This design comes from an exercise in tuning for small area, a short achievable clock period and few clock cycles per item on the open sky130 flow, not from production work. Only simulation tests tie the RTL to the original design; equivalence was not proved. No activity file was given, so power comes from the tool's default toggle rates.

==> inputs of job 7307 <==
// break_reminder_timer
module break_reminder_timer (
  input  logic                            clk,
  input  logic                            rst_n,
  input  logic                            in_tvalid,
  output logic                            in_tready,
  input  logic [brt_pkg::IN_TDATA_W-1:0]  in_tdata,
  input  logic [2:0]                      in_tuser,
  output logic                            out_tvalid,
  input  logic                            out_tready,
  output logic [brt_pkg::OUT_TDATA_W-1:0] out_tdata,
  input  logic                            cfg_valid,
  output logic                            cfg_ready,
  input  logic [brt_pkg::CFG_IDX_W-1:0]   cfg_index,
  input  logic [brt_pkg::CFG_DATA_W-1:0]  cfg_data
);
Settings: LEC_CHECK=0, ABC_AREA=1, CAP_MARGIN=10, CORE_MARGIN=2, CORE_UTILIZATION=65, SETUP_SLACK_MARGIN=3.55, SLEW_MARGIN=10; clock period 6.5 ns.
standard.sh (not shown) runs the stock make flow with config.mk's settings and CLKGATE_MAP_FILE= SYNTH_SCRIPT=/design/flow/synth_recipe.tcl, a recipe that flattens the netlist after the stock synthesis.
==> flow/flow/run.sh <==
#!/bin/bash
# Layout flow: the standard flow (standard synthesis and ORFS layout),
# with two changes: the port buffers that buffer_ports inserts are plain buf_1
# cells instead of the tool's default pick (a slow delay buffer), and clock
# tree synthesis inserts no dummy loads.
# ORFS writes each step's log under orfs/logs; make's own output is kept in
# standard.log here.
set -euo pipefail
cd "$(dirname "$0")/.."
export BUFFER_PORTS_ARGS="-buffer_cell sky130_fd_sc_hd__buf_1"
export CTS_ARGS="-sink_clustering_enable -repair_clock_nets -buf_list {sky130_fd_sc_hd__clkbuf_4 sky130_fd_sc_hd__clkbuf_8} -dont_use_dummy_load"
bash standard.sh > standard.log 2>&1
==> job 4585: changes against job 7307 <==
- ABC_AREA: 1 -> not set
- CAP_MARGIN: 10 -> 20
- SLEW_MARGIN: 10 -> 20
==> job 8299: changes against job 7307 <==
--- a/flow/design.v
+++ b/flow/design.v
@@ -18,10 +18,33 @@
   localparam logic [2:0] REQ_PAUSE    = 3'd1;
   localparam logic [2:0] REQ_SKIP     = 3'd2;
   localparam logic [2:0] REQ_BREAKNOW = 3'd3;
   localparam logic [2:0] REQ_CLAMP    = 3'd4;
   localparam logic [2:0] REQ_IVL_CHG  = 3'd5;
+  function automatic logic ge16(input logic [15:0] a, input logic [15:0] b);
+    logic [15:0] g0, l0;
+    logic [7:0]  g1, l1;
+    logic [3:0]  g2, l2;
+    logic [1:0]  g3, l3;
+    logic        l4;
+    g0 = a & ~b;
+    l0 = ~a & b;
+    for (int i = 0; i < 8; i++) begin
+      g1[i] = g0[2*i+1] | (~l0[2*i+1] & g0[2*i]);
+      l1[i] = l0[2*i+1] | (~g0[2*i+1] & l0[2*i]);
+    end
+    for (int i = 0; i < 4; i++) begin
+      g2[i] = g1[2*i+1] | (~l1[2*i+1] & g1[2*i]);
+      l2[i] = l1[2*i+1] | (~g1[2*i+1] & l1[2*i]);
+    end
+    for (int i = 0; i < 2; i++) begin
+      g3[i] = g2[2*i+1] | (~l2[2*i+1] & g2[2*i]);
+      l3[i] = l2[2*i+1] | (~g2[2*i+1] & l2[2*i]);
+    end
+    l4 = l3[1] | (~g3[1] & l3[0]);
+    ge16 = ~l4;
+  endfunction
   function automatic logic carry16(input logic [15:0] a, input logic [15:0] nb, input logic cin);
     logic [15:0] g0, p0;
     logic [7:0]  g1, p1;
     logic [3:0]  g2, p2;
     logic [1:0]  g3, p3;
@@ -103,37 +126,49 @@
   input  logic        t_idle,
   input  logic        t_run,
   input  logic [3:0]  busy,
   input  logic [1:0]  phase,
   input  logic [15:0] cd,
+  input  logic        cd_zero,     
+  input  logic        cd_le1,      
   input  logic        hold_over,   
   input  logic [3:0]  reason,
   input  logic        paused,
   output logic [1:0]  n_phase,
   output logic [15:0] n_cd,
+  output logic        n_zero,      
+  output logic        n_le1,       
   output logic        n_hclr,      
   output logic        n_hinc,      
   output logic [3:0]  n_reason,
   output logic        n_paused,
   output logic [2:0]  n_ev
 );
   logic [15:0] ivl_secs;
   logic [15:0] grace_secs;
   logic [15:0] cd_dec;
   logic        warn_hit;
-  logic        cd_zero;
-  logic        cd_le1;
+  logic [15:0] nw;
+  logic        cd_hi0;
+  logic        cd_is1;
+  logic        cd_is2;
   logic        busy_nz;
   logic        sbusy_nz;
   assign ivl_secs   = {ivl15, 2'b00};
   assign grace_secs = {2'b00, grace15, 2'b00};
   assign busy_nz    = busy != 4'd0;
   assign sbusy_nz   = smart && busy_nz;
   assign cd_dec     = cd - 16'd1;
-  assign warn_hit   = (n_warn != 16'hFFFF) && ((cd_dec ^ n_warn) == 16'hFFFF);
-  assign cd_le1     = cd[15:1] == 15'd0;
-  assign cd_zero    = cd_le1 && !cd[0];
+  assign nw         = n_warn;
+  always_comb begin
+    warn_hit = (n_warn != 16'hFFFF) && !(cd[0] ^ nw[0]);
+    for (int i = 1; i < 16; i++)
+      warn_hit = warn_hit && ((cd[i] ^ nw[i]) == (cd[i-1] | nw[i-1]));
+  end
+  assign cd_hi0     = cd[15:2] == 14'd0;
+  assign cd_is1     = cd_hi0 && !cd[1] && cd[0];
+  assign cd_is2     = cd_hi0 && cd[1] && !cd[0];
   logic tick, tk, run, ph_w, ph_b, ph_h, ph_g, ph_hg;
   logic r_pause, r_skip, r_bnow, r_clamp, r_ivl;
   logic clamp_hit;
   logic hg_go, h_stay, h_free, g_hold, g_dec;
   logic sel_dec, sel_ivl, sel_brk, sel_gr;
@@ -175,10 +210,14 @@
   assign s_gr   = g && sel_gr;
   assign s_keep = !rst && !(s_dec || s_ivl || s_brk || s_gr);
   assign n_cd = ({16{s_dec}} & cd_dec) | ({16{s_ivl}} & ivl_secs)
               | ({16{s_brk}} & break_secs) | ({16{s_gr}} & grace_secs)
               | ({16{s_keep}} & cd) | ({16{rst}} & brt_pkg::RESET_COUNTDOWN);
+  assign n_zero = (s_dec && cd_is1) || (s_ivl && ivl15 == 14'd0)
+               || (s_brk && break_secs == 16'd0) || (s_keep && cd_zero);
+  assign n_le1  = (s_dec && (cd_is1 || cd_is2)) || (s_ivl && ivl15 == 14'd0)
+               || (s_brk && break_secs[15:1] == 15'd0) || (s_keep && cd_le1);
   logic p_brk, p_work, p_hold, p_grace, p_keep;
   assign p_brk   = s_brk;
   assign p_work  = g && !sel_brk && to_work;
   assign p_hold  = g && !sel_brk && !to_work && to_hold;
   assign p_grace = g && !sel_brk && !to_work && !to_hold && to_grace;
@@ -238,10 +277,14 @@
   logic [2:0]  ev;
   logic [1:0]  n_phase;
   logic [15:0] n_cd;
   logic        n_hclr;
   logic        n_hinc;
+  logic        n_zero;
+  logic        n_le1;
+  logic        cd_zero;
+  logic        cd_le1;
   logic        hold_over;
   logic [3:0]  n_reason;
   logic        n_paused;
   logic [2:0]  n_ev;
   logic        adv;
@@ -328,16 +371,20 @@
     .t_idle       (s1_idle),
     .t_run        (s1_run),
     .busy         (s1_busy),
     .phase        (phase),
     .cd           (cd),
+    .cd_zero      (cd_zero),
+    .cd_le1       (cd_le1),
     .hold_over    (hold_over),
     .reason       (reason),
     .paused       (paused),
     .n_phase      (n_phase),
     .n_cd         (n_cd),
     .n_hclr       (n_hclr),
+    .n_zero       (n_zero),
+    .n_le1        (n_le1),
     .n_hinc       (n_hinc),
     .n_reason     (n_reason),
     .n_paused     (n_paused),
     .n_ev         (n_ev)
   );
@@ -347,10 +394,12 @@
     else if (out_tready) out_vld <= 1'b0;
   end
   always_ff @(posedge clk) begin
     phase   <= n_phase;
     cd      <= n_cd;
+    cd_zero <= n_zero;
+    cd_le1  <= n_le1;
     reason  <= n_reason;
     paused  <= n_paused;
   end
   logic [7:0] hm_inc;
   logic [5:0] hs_inc;
@@ -365,13 +414,18 @@
   always_ff @(posedge clk) begin
     if (adv) ev <= n_ev;
     hm <= ({8{h_inc}} & hm_inc) | ({8{h_keep}} & hm);
     hs <= ({6{h_inc}} & hs_inc) | ({6{h_keep}} & hs);
   end
-  logic ge0;
-  logic ge1;
-  assign ge0 = brt_pkg::carry16({8'd0, hm}, {8'hFF, n_hold}, 1'b1);
-  assign ge1 = brt_pkg::carry16({7'd0, {1'b0, hm} + 9'd1}, {8'hFF, n_hold}, 1'b1);
-  assign hold_over = (hs == 6'd59) ? ge1 : ge0;
+  logic hs_step;
+  logic ho_cmp;
+  assign hs_step = s1_vld && s1_req == brt_pkg::REQ_TICK && s1_run && !paused && phase[1];
+  assign ho_cmp  = brt_pkg::carry16({8'd0, hm + {7'd0, hs_step ? (hs[5:1] == 5'd29) : (hs == 6'd59)}},
+                                    {8'hFF, n_hold}, 1'b1);
+  always_ff @(posedge clk) begin
+    if (adv && n_hclr)      hold_over <= n_hold == 8'hFF;
+    else if (adv ^ hs_step) hold_over <= hold_over;
+    else                    hold_over <= ho_cmp;
+  end
   assign out_tvalid = out_vld;
   assign out_tdata  = {6'd0, ev, reason, paused, cd, phase};
 endmodule
==> flow/flow/run.sh (replaced) <==
#!/bin/bash
# Layout flow: the standard flow (standard synthesis and ORFS layout),
# with the port buffers that buffer_ports inserts made plain buf_1 cells
# instead of the tool's default pick (a slow delay buffer).
# ORFS writes each step's log under orfs/logs; make's own output is kept in
# standard.log here.
set -euo pipefail
cd "$(dirname "$0")/.."
export BUFFER_PORTS_ARGS="-buffer_cell sky130_fd_sc_hd__buf_1"
bash standard.sh > standard.log 2>&1
- CAP_MARGIN: 10 -> 20
- CTS_BUF_LIST: not set -> sky130_fd_sc_hd__clkbuf_4 sky130_fd_sc_hd__clkbuf_8
- SETUP_SLACK_MARGIN: 3.55 -> 3.5
- SLEW_MARGIN: 10 -> 20
==> summary of the runs <==
- Job 4585 went through all stages and came out clean. Job 8299 finished with timing, DRC and antenna clean. Job 7307 ran to the end with no violations.
- The lowest synthesized area belongs to job 4585, the highest to job 8299.
- Setup slack: job 4585 < job 8299 < job 7307.
- Sequential share of layout area: job 8299 is lower than job 4585 (0.22 points).
- Final area: job 7307 is smaller than job 4585 (about 4.4%).
- Against job 7307, the power of job 8299 is higher by about 10%.
- Of job 8299 and job 7307, job 8299 has the higher combinational power (gap 12%, measured against job 7307).
- Synthesized cell count, lowest first: job 4585, job 7307, job 8299.
- Sequential power is about the same in job 7307 and job 8299.
- The highest cell count belongs to job 8299, the lowest to job 4585.
==> figures <==
                                                                            job 4585                  job 8299                  job 7307
Status                                                       complete, no violations   complete, no violations   complete, no violations
Clock sink count                                                                 160                       163                       160
Vias in the first global route                                                  6938                      7010                      6808
Routed length per instance                                                  20.41 um                  16.59 um                  15.68 um
Internal Power                                                              1.557 mW                  1.630 mW                  1.524 mW
Final area over synthesized area                                             1.1911x                   1.0980x                   1.0995x
Layout Utilization                                                            79.61%                    73.12%                    72.84%
Setup repair after global routing missed its margin                             true                      true                     false
Max stage delay on crit path                                                 0.15 ns                   0.13 ns                   0.13 ns
Critical register-to-register path endpoint                                    ev[2]                 hold_over                     cd[6]
Post-Route Hold Slack                                                      0.5018 ns                 0.4676 ns                 0.4631 ns
Power attributed to the clock group                                         0.539 mW                  0.671 mW                  0.537 mW
Synthesized area per cell                                                 10.16 um^2                8.551 um^2                8.354 um^2
Final GP Congestion                                                           0.9128                    0.9896                    0.9498
Net switching fraction of the power                                           27.01%                    28.78%                    26.86%
First-pass GRT wire length                                                  34560 um                  35090 um                  33350 um
Final critical-path setup slack                                             3.498 ns                  3.519 ns                  3.566 ns
Most used standard cell by instance count after synthesis  sky130_fd_sc_hd__edfxtp_1  sky130_fd_sc_hd__nand2_1  sky130_fd_sc_hd__nand2_1
Arrival time of data at the critical path endpoint                           1.70 ns                   1.68 ns                   1.63 ns
Proportion of cell area occupied by multi-input gates                         42.02%                    40.30%                    38.62%
Testbench counts of job 7307, summed over its fixed seeds: cycles 48,096, items 48,000.
Testbench counts of job 4585, summed over its fixed seeds: cycles 48,096, items 48,000.
Testbench counts of job 8299, summed over its fixed seeds: cycles 48,096, items 48,000.

==> separate check: timing with driven ports <==
Ports are ideal in the flow. The routed layouts listed here were re-timed in OpenROAD.
Step 1 sets driving cells, clkbuf_16 on the clock port and buf_2 on the other inputs (assumed; they add their load-dependent delay and slew).
Step 2 adds t to the input delays and takes it off the output delays; t is the mean of the earliest and latest rising clock arrival at the registers after step 1. Input paths then give back, and output paths get back, about the clock's delay inside the block.
Three values: ideal, step 1, step 2; two values: the first two.
| run | t (ns) | setup slack, ns | slew at the worst register clock pin (ns) | worst slew at a driven data input, ns | cell pins on the clock port's net |
|---|---|---|---|---|---|
| job 7307 | 0.487 | 3.566 / 3.547 / 3.221 | 0.08 / 0.08 | 0.04 | 1 |
| job 4585 | 0.484 | 3.498 / 3.464 / 3.124 | 0.09 / 0.09 | 0.06 | 1 |
| job 8299 | 0.485 | 3.519 / 3.496 / 3.096 | 0.09 / 0.09 | 0.06 | 1 |
After both steps every run listed still meets setup and hold. The setup slack of job 8299, which loses most, moves by -0.023 ns with the drivers and by -0.423 ns with both steps.
